This design comes from an exercise in tuning for small area, a short achievable clock period and few clock cycles per item on the open sky130 flow, not from production work.
No run shown here included a check of the RTL's function; only the layout flow was run.

==> flow/design.v (outline; a module is shown in full before it is edited, if it fits) <==
// module npu_requant: 764 lines
// module rq_fa: 4 lines
// module rq_ha: 4 lines
// module rq_bsel: 4 lines
// module rq_bseln: 4 lines
module npu_requant #(
  localparam int M_LEN  = 32,
  localparam int S_LEN  = 32,
  localparam int SH_LEN = 5
) (
  input  logic              clk_i,
  input  logic              rstn_i,
  input  logic              clear_i,
  input  logic [M_LEN-1:0]  acc_i,
  input  logic [S_LEN-1:0]  mult_i,
  input  logic [SH_LEN-1:0] shift_i,
  input  logic              valid_i,
  output logic              ready_o,
  output logic [M_LEN-1:0]  data_o,
  output logic              valid_o,
  input  logic              ready_i
);
  // ...
==> flow/run.sh <==
#!/bin/bash
# synth_recipe.tcl (not shown) runs the flow's synth.tcl, then flattens the netlist and writes it again
# the make line also repeats each setting of config.mk as NAME=value (left out here)
make -C /OpenROAD-flow-scripts/flow DESIGN_CONFIG=/design/flow/config.mk WORK_HOME=/design/flow/orfs CLKGATE_MAP_FILE= SYNTH_SCRIPT=/design/flow/synth_recipe.tcl finish
==> flow/config.mk <==
export PLATFORM = sky130hd
export DESIGN_NAME = npu_requant
export DESIGN_NICKNAME = npu_requant
export VERILOG_FILES = /design/flow/design.v
export SDC_FILE = /design/flow/constraint.sdc
export NUM_CORES = 4
export LEC_CHECK = 0
export CAP_MARGIN = 20
export CORE_MARGIN = 2
export CORE_UTILIZATION = 40
export SETUP_SLACK_MARGIN = 5
export SLEW_MARGIN = 20
export SYNTH_HIERARCHICAL = 1
export SYNTH_MINIMUM_KEEP_SIZE = 0
==> flow/constraint.sdc <==
create_clock -name core_clock -period 10.0 [get_ports {clk_i}]
set_input_delay 2.0000 -clock core_clock [delete_from_list [all_inputs] [get_ports {clk_i}]]
set_output_delay 2.0000 -clock core_clock [all_outputs]
set_load 0.01 [all_outputs]
==> results.sh, run 1 <==
export IMPL_postLayoutCellArea_sq_um=41600
export IMPL_grt_pass1_wl_mm=191
export IMPL_multi_input_area_sq_um=28700
export IMPL_fp_dieW_microns=298
export IMPL_drtIter0Drc=2809
export IMPL_drcViolationCount=0
export IMPL_synth_edf_count=202
export IMPL_dr_wl_met3_mm=12.2
export IMPL_regArea_sq_um=6140
export IMPL_use_met1=0.378
export IMPL_die_area_sq_um=88800
export IMPL_drv_cap=0
export IMPL_worst_setup_path_endpoint="b2_q[32]"
export IMPL_hold_start="v1_q"
export IMPL_holdPathStages=2
export IMPL_nFillCells=7597
export IMPL_crit_path_end_kind="flop"
export IMPL_wl_met1_mm=52.0
export IMPL_die_y_microns=298
export IMPL_synthArstFlopShare=0.0146
export IMPL_rrSetupSlack_ns=4.97
export IMPL_cts_path_max_buffers=3
export IMPL_synthFlopType="edfxtp_1"
export IMPL_clockRootBuffer="clkbuf_16"
export IMPL_nMultiInputCombCells=2539
export IMPL_pre_cts_slack_ns=4.07
export IMPL_met3_usage=0.0534
export IMPL_cp_max_fo=37
export IMPL_synth_compound_area_share=0.260
export IMPL_hold_slack_ns=0.531
export IMPL_place_inst=4233
export IMPL_period_minus_slack_ns=5.03
export IMPL_clk_pin_slew_ns=0.06
export IMPL_fmax_mhz=199
export IMPL_tightest_slew_ns=1.26
export IMPL_status="finished clean"
export IMPL_slew_headroom=0.155
export IMPL_num_antenna_cells=2
==> module rq_bsel, before the edit <==
module rq_bsel (input logic x1, input logic x2, input logic one, input logic two, input logic neg,
                output logic p);
  assign p = neg ^ ((one & x1) | (two & x2));
endmodule
==> run 2, diff against run 1 <==
--- a/flow/design.v
+++ b/flow/design.v
@@ -10,56 +10,59 @@
   input  logic [S_LEN-1:0]  mult_i,
   input  logic [SH_LEN-1:0] shift_i,
   input  logic              valid_i,
   output logic              ready_o,
   output logic [M_LEN-1:0]  data_o,
   output logic              valid_o,
   input  logic              ready_i
 );
-  localparam int L = 16;   
+  localparam int L = 10;   
   logic en;
   assign en      = ready_i;
   assign ready_o = ready_i;
-  logic [31:0]   acc1_q, mult1_q;
+  logic [31:0]   accn1_q, mult1_q;   
   logic [4:0]    sh1_q, sh2_q;
   logic [63:L]   a2_q, b2_q;
   logic          cl2_q;
   logic [31:0]   data3_q;
   logic          v1_q, v2_q, v3_q;
   logic [31:0] pp [16];
   logic [15:0] ppn;
-  logic [15:0] bneg, one, two;
+  logic [15:0] bneg, onen, twon;
+  logic [32:0] sel [16];
   logic [31:1] oh;
   logic        negp, g;
   logic [63:0] ta, tb;
   always_comb begin
     for (int i = 0; i < 16; i++) begin
       logic y0, y1, y2;
       y0  = (i == 0) ? 1'b0 : mult1_q[2*i-1];
       y1  = mult1_q[2*i];
       y2  = mult1_q[2*i+1];
-      one[i]  = y1 ^ y0;
-      two[i]  = (y2 & ~y1 & ~y0) | (~y2 & y1 & y0);
+      onen[i] = ~(y1 ^ y0);
+      twon[i] = ~((y2 & ~y1 & ~y0) | (~y2 & y1 & y0));
       bneg[i] = y2;
     end
     for (int s = 1; s < 32; s++) begin
       oh[s] = (sh1_q == 5'(s));
     end
   end
-  assign negp = acc1_q[31] ^ mult1_q[31];
+  assign negp = ~accn1_q[31] ^ mult1_q[31];
   assign g    = negp & (sh1_q != 5'd0);
   for (genvar i = 0; i < 16; i++) begin : g_row
-    assign pp[i][0] = bneg[i] ^ (one[i] & acc1_q[0]);
-    for (genvar j = 1; j < 32; j++) begin : g_bit
-      rq_bsel u_sel (.x1(acc1_q[j]), .x2(acc1_q[j-1]), .one(one[i]), .two(two[i]),
-                     .neg(bneg[i]), .p(pp[i][j]));
+    assign sel[i][0] = ~(onen[i] | accn1_q[0]);
+    for (genvar j = 1; j < 33; j++) begin : g_bit
+      rq_bsel u_sel (.x1n(accn1_q[(j < 32) ? j : 31]), .x2n(accn1_q[j-1]), .onen(onen[i]),
+                     .twon(twon[i]), .s(sel[i][j]));
     end
-    rq_bseln u_seln (.x1(acc1_q[31]), .x2(acc1_q[31]), .one(one[i]), .two(two[i]),
-                     .neg(bneg[i]), .pn(ppn[i]));
+    for (genvar j = 0; j < 32; j++) begin : g_neg
+      rq_xor u_neg (.a(sel[i][j]), .b(bneg[i]), .y(pp[i][j]));
+    end
+    rq_xnor u_negn (.a(sel[i][32]), .b(bneg[i]), .y(ppn[i]));
   end
   logic t1, t2, t3, t4, t5, t6, t7, t8, t9, t10, t11, t12, t13, t14, t15, t16;
   logic t17, t18, t19, t20, t21, t22, t23, t24, t25, t26, t27, t28, t29, t30, t31, t32;
   logic t33, t34, t35, t36, t37, t38, t39, t40, t41, t42, t43, t44, t45, t46, t47, t48;
   logic t49, t50, t51, t52, t53, t54, t55, t56, t57, t58, t59, t60, t61, t62, t63, t64;
   logic t65, t66, t67, t68, t69, t70, t71, t72, t73, t74, t75, t76, t77, t78, t79, t80;
   logic t81, t82, t83, t84, t85, t86, t87, t88, t89, t90, t91, t92, t93, t94, t95, t96;
   logic t97, t98, t99, t100, t101, t102, t103, t104, t105, t106, t107, t108, t109, t110, t111, t112;
@@ -731,17 +734,17 @@
   assign u    = a2_q + b2_q + {{(63-L){1'b0}}, cl2_q};
   assign h    = u[63:31];
   assign shr  = $signed(h) >>> sh2_q;
   assign sat  = (sh2_q == 5'd0) & ~h[32] & h[31];
   assign data_o  = data3_q;
   assign valid_o = v3_q;
   always_ff @(posedge clk_i) begin
     if (en) begin
-      acc1_q  <= acc_i;
+      accn1_q <= ~acc_i;
       mult1_q <= mult_i;
       sh1_q   <= shift_i;
       a2_q    <= ta[63:L];
       b2_q    <= tb[63:L];
       cl2_q   <= cl;
       sh2_q   <= sh1_q;
       data3_q <= {shr[31] & ~sat, shr[30:0] | {31{sat}}};
     end
@@ -765,16 +768,18 @@
 module rq_fa (input logic a, input logic b, input logic c, output logic s, output logic co);
   assign s  = a ^ b ^ c;
   assign co = (a & b) | (a & c) | (b & c);
 endmodule
 module rq_ha (input logic a, input logic b, output logic s, output logic co);
   assign s  = a ^ b;
   assign co = a & b;
 endmodule
-module rq_bsel (input logic x1, input logic x2, input logic one, input logic two, input logic neg,
-                output logic p);
-  assign p = neg ^ ((one & x1) | (two & x2));
+module rq_bsel (input logic x1n, input logic x2n, input logic onen, input logic twon,
+                output logic s);
+  assign s = ~((onen | x1n) & (twon | x2n));
+endmodule
+module rq_xor (input logic a, input logic b, output logic y);
+  assign y = a ^ b;
 endmodule
-module rq_bseln (input logic x1, input logic x2, input logic one, input logic two, input logic neg,
-                 output logic pn);
-  assign pn = ~(neg ^ ((one & x1) | (two & x2)));
+module rq_xnor (input logic a, input logic b, output logic y);
+  assign y = ~(a ^ b);
 endmodule
==> run 2 against run 1 <==
- still clean on timing, DRC and antenna
- synthesized cell count up 3.2%
- wire length shrank 13%
- clock skew rose by 0.0083 ns
- design area shrank 12%
- core utilization shrank 2.5 points
- cell count shrank 2.4%
- die area is 7.1% lower
- register-to-register slack gained 0.08 ns
- sequential share of layout area up 3.0 points
==> results.sh, run 2 <==
export IMPL_start_util=0.405
export IMPL_grt_pass1_vias=27300
export IMPL_wire_per_inst_microns=26.6
export IMPL_crit_family="adder cells"
export IMPL_port_buffers=107
export IMPL_cts_path_max_buffers=3
export IMPL_fp_dieW_microns=287
export IMPL_synth_warnings=10
export IMPL_cts_made_buffers=28
export IMPL_ys_ff_latch=217
export IMPL_ios=108
export IMPL_core_sq_um=79300
export IMPL_clk_pin_slew_ns=0.06
export IMPL_track_usage=0.273
export IMPL_numClockSinks=217
export IMPL_setup_viol=0
export IMPL_cp_data_arrival_time_ns=5.29
export IMPL_fin_tns_setup_ns=0
export IMPL_synth_area_leaders="fa_1 (29%), edfxtp_1 (20%), xor2_1 (14%)"
export IMPL_finalHoldViolations=0
export IMPL_synth_area_sq_um=32100
export IMPL_slew_viol_final=0
export IMPL_grt_pass1_wl_mm=172
export IMPL_place_gp_congestion=0.969
export IMPL_synth_top_area_share=0.291
export IMPL_fmax_mhz=202
export IMPL_synth_largest_area_cell="fa_1"
export IMPL_wirelength_mm=115
export IMPL_status="finished clean"
export IMPL_drcViolationCount=0
export IMPL_cts_max_level=1
export IMPL_cts_hold_buf=0
export IMPL_synth_edf_count=214
export IMPL_nets=3899
export IMPL_vias_per_cell=6.32
export IMPL_rsz0062_at_grt="false"
export IMPL_drv_cap=0
export IMPL_yosysUniqueCellTypes=93
export IMPL_grt_max_degree=63
export IMPL_syn_nets=3707
export IMPL_fin_util=0.462
export IMPL_crit_chain="buf_8 > xnor2_2 > buf_4 > o22ai_1 > xnor2_1 > fa_1 > fa_2 > fa_1 > fa_2 > fa_1 > fa_2"
export IMPL_ant_nets=0
export IMPL_period_minus_slack_ns=4.95
export IMPL_vias=27200
export IMPL_fin_crit_sh=0.495
export IMPL_drive_above_1_share=0.108
export IMPL_die_y_microns=287
export IMPL_crit_type="reg -> reg"
export IMPL_slew_headroom=0.229
export IMPL_largest_register="b2_q"
export IMPL_cp_max_fo=38
export IMPL_clock_skew_ns=0.0422
export IMPL_crit_path_end_kind="flop"
export IMPL_synthArstFlopShare=0.0138
export IMPL_final_cell_mix="o22ai_1 (521), xor2_1 (521), fa_1 (362), edfxtp_1 (214), inv_1 (181)"
export IMPL_synthFlopType="edfxtp_1"
export IMPL_reg_top3="b2_q: 54 flops, a2_q: 53 flops"
export IMPL_yosysSeqAreaShare=0.203
export IMPL_cts_tree="done"
export IMPL_insertion_delay_ns=0.63
export IMPL_path_buf_inv=2
export IMPL_clockRootBuffer="clkbuf_16"
export IMPL_critPathSlowestCell="fa_2"
export IMPL_hpwl_mm=76.4
export IMPL_rows=103
export IMPL_largest_reg_flops=54
export IMPL_syn2layout_area_growth_pct=14.1
export IMPL_crit_required_ns=10.34
export IMPL_postSynthAreaPerCell_sq_um=10.5
export IMPL_grt_overflow=0
export IMPL_tightest_slew_ns=1.13
export IMPL_die_area_sq_um=82500
export IMPL_antenna_found_initial=7
export IMPL_drtPass1Iterations=7
export IMPL_drtIter0Drc=3236
export IMPL_netlist_instances=3044
export IMPL_startpoint_type="flop"
export IMPL_synth_common_cells="o22ai_1 (521), xor2_1 (521), fa_1 (466)"
export IMPL_cpPeakStageDelay_ns=0.59
export IMPL_hold_path_class="reg -> reg"
[run 2: changes by cell type after synthesis, moves of 19 or more]
cell,before,now
xnor2_1,529,50
o22ai_1,11,521
inv_1,134,181
clkbuf_1,58,30
o21ai_0,85,64
a21oi_1,80,114
nor2_1,104,129
a22oi_2,512,1
nor3_1,26,45
xor2_1,37,521
[run 2: area by class of cell]
class	instances	area (sq um)
clock buffer	33	719
inverter	182	683
multi-input combinational	2587	25100
timing repair buffer	220	2170
tap	1050	1310
clock inverter	15	113
sequential	217	6500
antenna	4	10.0
fill	7415	42700
[run 2: what timing repair did]
| item | 4_1_cts | 5_1_grt |
|---|---|---|
| hold endpoints to repair | 0 | 0 |
| gates cloned | 0 | 3 |
| pin swaps | 0 | 1 |
| gates resized for setup | 22 | 32 |
| setup endpoints to repair | 31 | 31 |
| setup buffers | 10 | 8 |
[run 2: logic make-up after synthesis]
| kind of cell | after synthesis | synth area share |
|---|---|---|
| DFF | 217 | 0.203 |
| AOI/OAI and AO/OA | 897 | 0.180 |
| adders and majority gates | 589 | 0.339 |
| xor gates and xnor gates | 571 | 0.156 |
| and+or+nand+nor | 474 | 0.0723 |
| buffers and inverters | 240 | 0.0295 |
| muxes | 56 | 0.0212 |
[run 2: worst paths after layout]
kind | start | endpoint | slack, ns | cells after the start
hold reg to reg | v3_q | v3_q | 0.53 | 2
setup / recovery | mult1_q[1] | b2_q[35] | 5.05 | 11
hold / removal | v3_q | v3_q | 0.53 | 2
min in group asynchronous | rstn_i | v3_q | 1.57 | 1
max in group asynchronous | rstn_i | v2_q | 8.29 | 1
setup reg to reg | mult1_q[1] | b2_q[35] | 5.05 | 11
[run 2: metal layers]
layer	track usage	up-vias	share of wire	routed length, microns
met5	0.00291	-	0.0014	156
met4	0.0997	6	0.042	4760
met3	0.0751	322	0.12	13200
met2	0.423	1723	0.44	50700
met1	0.364	13500	0.40	45800
li1	-	11600	-	-
[run 2: worst min-delay path: cells and delay by family, from the launching register on]
family           cells  cell delay [ns]
DFF                  1             0.34
and+or+nand+nor      1             0.08
muxes                1             0.07
[run 2: through the flow]
step                setup slack [ns]  hold WS, ns  cell area [sq um]  std cells
finish                          5.05        0.530              36600       4308
global route                    5.00        0.550              36600       4304
CTS                             5.00        0.535              36300       4293
detailed placement              4.66        0.521              35300       4235
global placement                4.71        0.505              35300       4235
floorplan                       3.90        0.486              32400       3044
[run 2: modules after synthesis, one instance, submodules excluded]
module / times used / area, sq um / cells / flip-flops and latches
rq_xor: 512 / 8.76 / 1 / 0
rq_xnor: 16 / 8.76 / 1 / 0
rq_bsel: 512 / 6.26 / 1 / 0
npu_requant: 1 / 14500 / 1507 / 217
rq_fa: 466 / 20.0 / 1 / 0
rq_ha: 31 / 12.5 / 1 / 0

static timing again, ports no longer ideal:
Ports are ideal in the flow. The routed layouts listed here were re-timed in OpenROAD.
Step 1 sets driving cells, clkbuf_16 on the clock port and buf_2 on the other inputs (assumed; they add their load-dependent delay and slew).
Step 2 times the ports against the registers' clock, not the clock port: input delays grow and output delays shrink by t, the midpoint of the rising clock arrivals with the driver on.
Three values: ideal, step 1, step 2; two values: the first two.
run | t (ns) | setup slack, ns | worst setup path after step 2 | latest minus earliest clock arrival (ns) | worst register clock-pin slew, ns
run 1 | 0.661 | 4.972 / 4.972 / 4.972 | register to register | 0.034 / 0.035 | 0.07 / 0.07
run 2 | 0.668 | 5.050 / 5.050 / 5.050 | register to register | 0.042 / 0.042 | 0.08 / 0.08
After both steps setup and hold are still met in every run listed.
